From an optimization exercise on the open Yosys and OpenROAD flow, aimed at small area and a short achievable clock period; shortcuts taken in it are not production practice.
Function not checked in this run: the RTL went through the layout flow alone.
Power is estimated from default activity; no workload was simulated.

## flow/config.mk

```make
export PLATFORM = sky130hd
export DESIGN_NAME = mem_unit
export DESIGN_NICKNAME = mem_unit
export VERILOG_FILES = /design/flow/design.v
export SDC_FILE = /design/flow/constraint.sdc
export NUM_CORES = 4
export LEC_CHECK = 0
export CAP_MARGIN = 20
export CORE_MARGIN = 2
export CORE_UTILIZATION = 55
export CTS_BUF_LIST = sky130_fd_sc_hd__clkbuf_16
export CTS_CLUSTER_DIAMETER = 60
export CTS_CLUSTER_SIZE = 30
export SETUP_SLACK_MARGIN = 3.9
export SLEW_MARGIN = 20
export SYNTH_HIERARCHICAL = 1
```

## flow/design.v

```verilog
module mem_unit #(
  parameter int unsigned DATA_WIDTH = 16,
  parameter int unsigned ADDR_WIDTH = 8,
  parameter int unsigned LATENCY    = 2
) (
  input  logic                  clk,
  input  logic                  reset,
  input  logic                  MEM_EN,
  input  logic                  MEM_RW,
  input  logic [ADDR_WIDTH-1:0] mem_addr,
  input  logic [DATA_WIDTH-1:0] mem_data_in,
  output logic [DATA_WIDTH-1:0] mem_data_out,
  output logic                  MFC,
  output logic                  busy
);
  localparam int unsigned DEPTH = 1 << ADDR_WIDTH;
  localparam int unsigned HALF  = ADDR_WIDTH / 2;
  localparam int unsigned NHI   = 1 << (ADDR_WIDTH - HALF);
  localparam int unsigned NLO   = 1 << HALF;
  function automatic logic pol(input integer s);
    pol = ((s / 3) % 2) == 1;
  endfunction
  logic st_q;    
  logic ph_q;    
  logic out_q;   
  logic done_c;
  logic [ADDR_WIDTH-1:0] a_addr_q;
  logic [DATA_WIDTH-1:0] a_data_q;
  logic                  a_rw_q;
  logic [ADDR_WIDTH-1:0] b_addr_q;
  logic [DATA_WIDTH-1:0] b_data_q;
  logic [DATA_WIDTH-1:0] b_data_n;
  logic                  commit_c;
  logic                  pend1_q, pend2_q;
  logic                  ins_en_c;
  logic                  fwd_c;
  logic [ADDR_WIDTH-1:0] rot_q;
  logic [ADDR_WIDTH-1:0] pos_c;
  logic [NHI-1:0]        phi_q, whi_q, phi_d;
  logic [NLO-1:0]        plo_q, wlo_q, plo_d;
  logic [DEPTH-1:0]      wsel_c;
  logic [DEPTH-1:0]      tsel_q;
  logic [DATA_WIDTH-1:0] ring [0:DEPTH-1];
  logic [DATA_WIDTH-1:0] tap_c;
  logic [DATA_WIDTH-1:0] cap_q;
  logic [DATA_WIDTH-1:0] rdata_q;
  assign done_c   = st_q && ph_q;
  assign commit_c = done_c && !a_rw_q && reset;
  always_ff @(posedge clk) begin
    if (!reset) begin
      st_q  <= 1'b0;
      ph_q  <= 1'b0;
      out_q <= 1'b0;
    end else if (!st_q) begin
      st_q  <= MEM_EN;
      ph_q  <= 1'b0;
      out_q <= MEM_EN;
    end else begin
      st_q  <= !ph_q;
      ph_q  <= !ph_q;
      out_q <= !ph_q;
    end
  end
  always_ff @(posedge clk) begin
    if (!st_q) begin
      a_addr_q <= mem_addr;
      a_data_q <= mem_data_in;
      a_rw_q   <= MEM_RW;
    end
    b_addr_q <= a_addr_q;
    b_data_q <= a_data_q;
    b_data_n <= ~a_data_q;
    pend1_q  <= commit_c;
    pend2_q  <= pend1_q;
    rot_q    <= rot_q + 1'b1;
  end
  assign pos_c = mem_addr + rot_q;
  always_comb begin
    if (!st_q) begin
      for (int i = 0; i < NHI; i++) phi_d[i] = (pos_c[ADDR_WIDTH-1:HALF] == i);
      for (int j = 0; j < NLO; j++) plo_d[j] = (pos_c[HALF-1:0] == j);
    end else begin
      phi_d = plo_q[NLO-1] ? {phi_q[NHI-2:0], phi_q[NHI-1]} : phi_q;
      plo_d = {plo_q[NLO-2:0], plo_q[NLO-1]};
    end
  end
  always_ff @(posedge clk) begin
    phi_q <= phi_d;
    plo_q <= plo_d;
    whi_q <= plo_q[NLO-1] ? {phi_q[NHI-2:0], phi_q[NHI-1]} : phi_q;
    wlo_q <= {plo_q[NLO-2:0], plo_q[NLO-1]};
    for (int s = 0; s < DEPTH; s += 2)
      tsel_q[s] <= pol(s) ^ (phi_d[s / NLO] && plo_d[s % NLO]);
  end
  always_comb begin
    for (int s = 0; s < DEPTH; s++) wsel_c[s] = whi_q[s / NLO] && wlo_q[s % NLO];
  end
  assign ins_en_c = commit_c || pend1_q || pend2_q;
  logic [DATA_WIDTH-1:0] ring_d [0:DEPTH-1];
  for (genvar s = 0; s < DEPTH; s++) begin : g_slot
    localparam int unsigned PREV = (s + DEPTH - 1) % DEPTH;
    if (s % 3 == 0) begin : g_ins
      logic ins;
      assign ins = ins_en_c && wsel_c[PREV];
      for (genvar b = 0; b < DATA_WIDTH; b++) begin : g_bit
        mu_mux2i u_mux (
          .a0(ring[PREV][b]),
          .a1(pol(s) ? b_data_q[b] : b_data_n[b]),
          .s (ins),
          .y (ring_d[s][b])
        );
      end
    end else begin : g_pass
      assign ring_d[s] = ring[PREV];
    end
  end
  always_ff @(posedge clk) begin
    for (int s = 0; s < DEPTH; s++) ring[s] <= ring_d[s];
  end
  localparam int unsigned NT0 = 86;   
  localparam int unsigned NT1 = 42;   
  localparam int unsigned NG0 = (NT0 + 2) / 3;
  localparam int unsigned NG1 = NT1 / 2;
  localparam logic [687:0] T0 = {8'd254, 8'd252, 8'd248, 8'd246, 8'd242, 8'd240, 8'd236, 8'd234, 8'd230, 8'd228, 8'd224, 8'd222, 8'd218, 8'd216, 8'd212, 8'd210, 8'd206, 8'd204, 8'd200, 8'd198, 8'd194, 8'd192, 8'd188, 8'd186, 8'd182, 8'd180, 8'd176, 8'd174, 8'd170, 8'd168, 8'd164, 8'd162, 8'd158, 8'd156, 8'd152, 8'd150, 8'd146, 8'd144, 8'd140, 8'd138, 8'd134, 8'd132, 8'd128, 8'd126, 8'd122, 8'd120, 8'd116, 8'd114, 8'd110, 8'd108, 8'd104, 8'd102, 8'd98, 8'd96, 8'd92, 8'd90, 8'd86, 8'd84, 8'd80, 8'd78, 8'd74, 8'd72, 8'd68, 8'd66, 8'd62, 8'd60, 8'd56, 8'd54, 8'd50, 8'd48, 8'd44, 8'd42, 8'd38, 8'd36, 8'd32, 8'd30, 8'd26, 8'd24, 8'd20, 8'd18, 8'd14, 8'd12, 8'd8, 8'd6, 8'd2, 8'd0};
  localparam logic [335:0] T1 = {8'd250, 8'd244, 8'd238, 8'd232, 8'd226, 8'd220, 8'd214, 8'd208, 8'd202, 8'd196, 8'd190, 8'd184, 8'd178, 8'd172, 8'd166, 8'd160, 8'd154, 8'd148, 8'd142, 8'd136, 8'd130, 8'd124, 8'd118, 8'd112, 8'd106, 8'd100, 8'd94, 8'd88, 8'd82, 8'd76, 8'd70, 8'd64, 8'd58, 8'd52, 8'd46, 8'd40, 8'd34, 8'd28, 8'd22, 8'd16, 8'd10, 8'd4};
  for (genvar b = 0; b < DATA_WIDTH; b++) begin : g_bit
    logic [NG0-1:0] lo_n;
    logic [NG1-1:0] hi_p;
    for (genvar k = 0; k < NG0; k++) begin : g_t0
      localparam int unsigned S0 = T0[8 * (3 * k) +: 8];
      localparam int unsigned S1 = (3 * k + 1 < NT0) ? T0[8 * (3 * k + 1) +: 8] : S0;
      localparam int unsigned S2 = (3 * k + 2 < NT0) ? T0[8 * (3 * k + 2) +: 8] : S0;
      mu_aoi222 u_aoi (
        .a1(tsel_q[S0]), .a2(ring[S0][b]),
        .b1(tsel_q[S1]), .b2(ring[S1][b]),
        .c1(tsel_q[S2]), .c2(ring[S2][b]),
        .y (lo_n[k])
      );
    end
    for (genvar k = 0; k < NG1; k++) begin : g_t1
      localparam int unsigned S0 = T1[8 * (2 * k) +: 8];
      localparam int unsigned S1 = T1[8 * (2 * k + 1) +: 8];
      mu_oai22 u_oai (
        .a1(tsel_q[S0]), .a2(ring[S0][b]),
        .b1(tsel_q[S1]), .b2(ring[S1][b]),
        .y (hi_p[k])
      );
    end
    assign tap_c[b] = (|hi_p) | ~(&lo_n);
  end
  assign fwd_c = pend2_q && (a_addr_q == b_addr_q);
  always_ff @(posedge clk) begin
    cap_q <= fwd_c ? b_data_q : tap_c;
  end
  always_ff @(posedge clk) begin
    if (!reset)
      rdata_q <= '0;
    else if (done_c && a_rw_q)
      rdata_q <= cap_q | tap_c;
  end
  assign mem_data_out = rdata_q;
  assign MFC          = out_q;
  assign busy         = out_q;
endmodule
module mu_aoi222 (
  input  logic a1, a2, b1, b2, c1, c2,
  output logic y
);
  assign y = ~((a1 & a2) | (b1 & b2) | (c1 & c2));
endmodule
module mu_oai22 (
  input  logic a1, a2, b1, b2,
  output logic y
);
  assign y = ~((a1 | a2) & (b1 | b2));
endmodule
module mu_mux2i (
  input  logic a0, a1, s,
  output logic y
);
  assign y = ~(s ? a1 : a0);
endmodule
```

## flow/constraint.sdc

```tcl
create_clock -name core_clock -period 6.5 [get_ports {clk}]
set_input_delay 1.3000 -clock core_clock [delete_from_list [all_inputs] [get_ports {clk}]]
set_output_delay 1.3000 -clock core_clock [all_outputs]
set_load 0.01 [all_outputs]
```

## flow/run.sh

```bash
#!/bin/bash
# synth_recipe.tcl (not shown) runs the flow's synth.tcl, then flattens the netlist and writes it again
# the make line also repeats each setting of config.mk as NAME=value (left out here)
make -C /OpenROAD-flow-scripts/flow DESIGN_CONFIG=/design/flow/config.mk WORK_HOME=/design/flow/orfs CLKGATE_MAP_FILE= SYNTH_SCRIPT=/design/flow/synth_recipe.tcl finish
```

==> run summary <==
## cell usage after synthesis, types with 11 or more instances
library cell / count / area share [%]
sky130_fd_sc_hd__and3_1: 88 / 0.48
sky130_fd_sc_hd__or4_1: 16 / 0.11
sky130_fd_sc_hd__a21oi_1: 53 / 0.23
sky130_fd_sc_hd__nor4b_1: 15 / 0.11
sky130_fd_sc_hd__nand2_1: 32 / 0.11
sky130_fd_sc_hd__a211o_1: 21 / 0.16
sky130_fd_sc_hd__nand3_1: 21 / 0.092
sky130_fd_sc_hd__and4b_1: 15 / 0.13
sky130_fd_sc_hd__nand4_1: 115 / 0.63
sky130_fd_sc_hd__dfxtp_1: 4372 / 77
sky130_fd_sc_hd__o21a_1: 16 / 0.11
sky130_fd_sc_hd__xor2_1: 11 / 0.084
sky130_fd_sc_hd__nor2_1: 11 / 0.036
sky130_fd_sc_hd__o31a_1: 18 / 0.14
sky130_fd_sc_hd__o22ai_1: 336 / 1.8
sky130_fd_sc_hd__a21o_1: 23 / 0.15
sky130_fd_sc_hd__a211oi_1: 43 / 0.28
sky130_fd_sc_hd__nor4_1: 64 / 0.35
sky130_fd_sc_hd__mux2i_1: 1376 / 12
sky130_fd_sc_hd__a222oi_1: 465 / 4.1
sky130_fd_sc_hd__inv_1: 27 / 0.089
sky130_fd_sc_hd__mux2_2: 32 / 0.32
sky130_fd_sc_hd__clkbuf_1: 29 / 0.095
sky130_fd_sc_hd__or4b_2: 16 / 0.14
sky130_fd_sc_hd__nor3_1: 21 / 0.092
sky130_fd_sc_hd__edfxtp_1: 25 / 0.66
## per-module statistics from Yosys, one instance, submodules excluded
module / cells inside / times used / cell area (um2)
mem_unit: 5183 / 1 / 93800
mu_aoi222: 1 / 464 / 10.0
mu_mux2i: 1 / 1376 / 10.0
mu_oai22: 1 / 336 / 6.26
## cell families after synthesis
group	count (synthesis)	share of synthesized area, %
xor gates and xnor gates	21	0.184
and+or+nand+nor	433	2.40
buffers and inverters	73	0.321
AOI/OAI and AO/OA	1018	7.42
muxes	1408	12.4
adders and majority gates	9	0.105
DFF	4397	77.2
## per-layer routing
| layer | track usage, % | share of wire (%) | wire length [um] | vias up |
|---|---|---|---|---|
| li1 | - | - | - | 28600 |
| met1 | 48.0 | 42 | 160000 | 33800 |
| met2 | 54.5 | 45 | 170000 | 2714 |
| met3 | 6.12 | 7.4 | 28300 | 582 |
| met4 | 18.4 | 6.0 | 22900 | 10 |
| met5 | 0 | 0.016 | 61 | - |
## sequential cells by signal (all words and copies together), names as in the netlist, 8 cells and up
register and cells:
whi_q 16, ring 4096, wlo_q 16, phi_q 16
b_data_n 16, a_data_q 16, b_data_q 16, a_addr_q 8
b_addr_q 8, tsel_q 128, plo_q 16, rot_q 8
cap_q 16, rdata_q 16
## worst min-delay path by stage
stage	cells after the start	from	slack [ns]	end
3_3_place_gp	0	ring[153][11]	0.31	ring[154][11]
3_5_place_dp	0	ring[151][1]	0.31	ring[152][1]
2_1_floorplan	0	ring[99][0]	0.31	ring[100][0]
4_1_cts	0	ring[249][3]	0.31	ring[250][3]
5_1_grt	0	ring[249][3]	0.31	ring[250][3]
6_report	0	ring[249][3]	0.31	ring[250][3]
## critical path, delay by kind of cell, from the launching register on
| kind | cells | cell delay (ns) |
|---|---|---|
| flip-flops | 1 | 0.36 |
| AND/OR/NAND/NOR | 3 | 1.71 |
| buffers and inverters | 2 | 0.30 |
| AO/OA/AOI/OAI | 2 | 1.11 |
## cell usage in the layout (no fill, tap or decap), types with 34 or more instances in the layout
master / n
sky130_fd_sc_hd__dfxtp_2: 41
sky130_fd_sc_hd__a21oi_1: 45
sky130_fd_sc_hd__a222oi_1: 465
sky130_fd_sc_hd__inv_1: 34
sky130_fd_sc_hd__and3_4: 87
sky130_fd_sc_hd__inv_6: 39
sky130_fd_sc_hd__dfxtp_4: 37
sky130_fd_sc_hd__dfxtp_1: 4294
sky130_fd_sc_hd__clkbuf_16: 210
sky130_fd_sc_hd__buf_4: 242
sky130_fd_sc_hd__o22ai_1: 334
sky130_fd_sc_hd__mux2i_1: 1375
sky130_fd_sc_hd__nand4_1: 115
sky130_fd_sc_hd__buf_12: 76
## through the flow
step                instance area, um2  setup WS [ns]  total power, mW
global placement                120000           1.91             28.7
finish                          131000           2.86             44.1
floorplan                       115000           3.26             28.2
global route                    131000           2.96             45.2
detailed placement              120000           1.94             28.7
CTS                             130000           2.90             44.1
## power groups by stage
stage	clock network [mW]	registers [mW]	logic (mW)
5_1_grt	16.9	27.5	0.764
2_1_floorplan	0	27.9	0.263
3_3_place_gp	0	28.1	0.599
4_1_cts	15.9	27.5	0.711
6_report	15.8	27.5	0.753
3_5_place_dp	0	28.1	0.607
## final cells by class
type	instances	area [um2]	area share, %
inverters	27	103	0.0785
multi-input cells	2899	27600	21.1
diodes	15	37.5	0.0287
clock inverters	151	1780	1.36
clock buffers	209	5230	4.00
well taps	2704	3380	2.59
repair buffers	388	4130	3.16
flip-flops and latches	4397	88500	67.7
## what timing repair did
action,in CTS,in global routing
hold endpoints to repair,0,0
endpoints found under the setup margin,1586,422
resized for setup,277,69
setup buffers,125,37
pin swaps,101,79
gates cloned,10,4
==> flow_summary_export.csv <==
group,metric,value,unit
outcome,run_status,"no timing/DRC/antenna violations",
critical_path,r2r_end,"rdata_q[15]",
sta,fmax,275,MHz
flow_run,max-cap-violations,0,
sta,setup_repair_after_global_routing_missed_its_margin,"yes",
sta,setup-violations-final,0,
clock_network,htree_num_levels,4,
critical_path,critical_path_class,"register to register",
floorplan,die_h,460,um
place,buffer_ports.inserted,45,
synth,synth_edf_count,25,
critical_path,crit_path_start_kind,"register",
sta,worstMarginPinSlew,1.32,ns
pwr,share_of_total_power_in_combinational_logic,1.7,%
global_routing,grt.total_usage,35.4,%
route,first_iter_violations,9011,
route,drtPass1Iterations,10,
synth,ys_async_sr_fraction,0,%
critical_path,r2r_setup_slack,2.86,ns
route,avg_vias_per_cell,6.09,
floorplan,initial_utilization,55.3,%
pwr,power_leakage,47.5,nW
sta,period_minus_slack,3.64,ns
global_routing,antenna_found_initial,29,
place,finalWeightedCongestion,0.907,
pwr,power.net_switching,10.0,mW
synth,yosysSeqAreaShare,77.2,%
critical_path,worst_r2r_path_depth,7,
pwr,power.switching_fraction,22.7,%
route,detailroute.via_count,65700,
pwr,powerDensity,337,nW/um2
critical_path,crit_start,"tsel_q[242]",
synth,ys_seq_elements,4397,
route,drt-total-wl,381,mm
synth,synth.avg_cell_area,15.5,um2
cells_and_area,layout-area-overhead-vs-synth,14.4,%
clock_network,ctsLongestPathBuffers,3,
sta,timing.setup.tns,0,ns
cells_and_area,finish.net_count,7952,
synth,cell_area_after_synthesis,114000,um2
cells_and_area,post_route_non_filler_standard_cell_count,10800,
pwr,clk_network_pwr_share,35.8,%
sta,final.period_utilization,55.9,%
min_path,type_of_the_worst_min_delay_path,"register to register",
synth,synthesis.instances,7359,
critical_path,crit_path_cells,"buf_12 -> buf_4 -> a222oi_1 -> nand4_1 -> nor4_4 -> nand3_1 -> o31a_1",
critical_path,cpPeakStageDelay,0.80,ns
sta,clock-skew-final,0.0426,ns
floorplan,placeableCoreArea,207000,um2
route,wire_per_inst,35.3,um
clock_network,cts_hold_buf,0,
clock_network,cts_num_sinks,4397,
clock_network,clkSlewWorstSetupHoldPaths,0.11,ns
global_routing,grt_first_pass_wirelength,519,mm
global_routing,grt-ovfl-total,0,
route,ant_nets,0,
place,hpwlAfterDp,251,mm
floorplan,floorplan.die_area,212000,um2
route,drc,0,
sta,fin_hold_ws,0.309,ns
floorplan,io_pins,46,
critical_path,cpMaxStageDelayCell,"sky130_fd_sc_hd__a222oi_1",
clock_network,root_buffer,"sky130_fd_sc_hd__clkbuf_16",
cells_and_area,fillers,15400,
critical_path,worstPathRequired,7.28,ns
synth,netlist-cell-type-count,65,
critical_path,worstSetupEndpointType,"register",
floorplan,core.rowCount,167,
pwr,power.ir.vdd_worst,311,uV
global_routing,largest_net_degree_at_the_start_of_global_routing,45,
clock_network,cts_tree,"yes",
sta,final_max_slew_viol_count,0,
synth,synthesis.nets,7396,
critical_path,timing.rr.start,"tsel_q[242]",
critical_path,endpoint,"rdata_q[15]",
pwr,pwr-share-seq,62.5,%
critical_path,worst-path-max-fanout,9,
clock_network,tritoncts_buffer_count,202,
synth,synth.yosys.warnings,11,
sta,timing_hold_violations_final,0,
cells_and_area,finalCoreUtilization,63.2,%
pwr,power.internal,34.1,mW
place,dpl.cell_count,10200,
clock_network,clk_latency,0.89,ns
sta,maxSlewHeadroom,11.7,%
floorplan,die-width,460,um
global_routing,first_global_vias,64200,
critical_path,cp.arrival,4.41,ns
synth,synth-main-ff-cell,"sky130_fd_sc_hd__dfxtp_1",
cells_and_area,share_of_layout_cells_above_drive_strength_1,13.4,%

-- what the ideal ports hide --
How much do the figures lean on ideal ports? The routed layout below was timed once more, with nothing changed but the port constraints. Step 1: set_driving_cell puts a clkbuf_16 on clk and a buf_2 on each other input, an assumption about the parent block. Step 2 moves the port delays by t, midway between the first and last clock arrival at a register: inputs arrive t later, outputs are due t later. That takes back most of the time a late clock gives input paths. Slacks: ideal ports / drivers / drivers and shift; pairs: ideal ports / drivers.
shift t [ns]: 0.962
setup WS [ns]: 2.864 / 2.864 / 2.864
clock arrival spread, ns: 0.045 / 0.045
cell pins on the clock port's net: 1
After both steps setup and hold are still met in this run. The setup slack of this run moves by 0.000 ns with the drivers and by 0.000 ns with both steps.
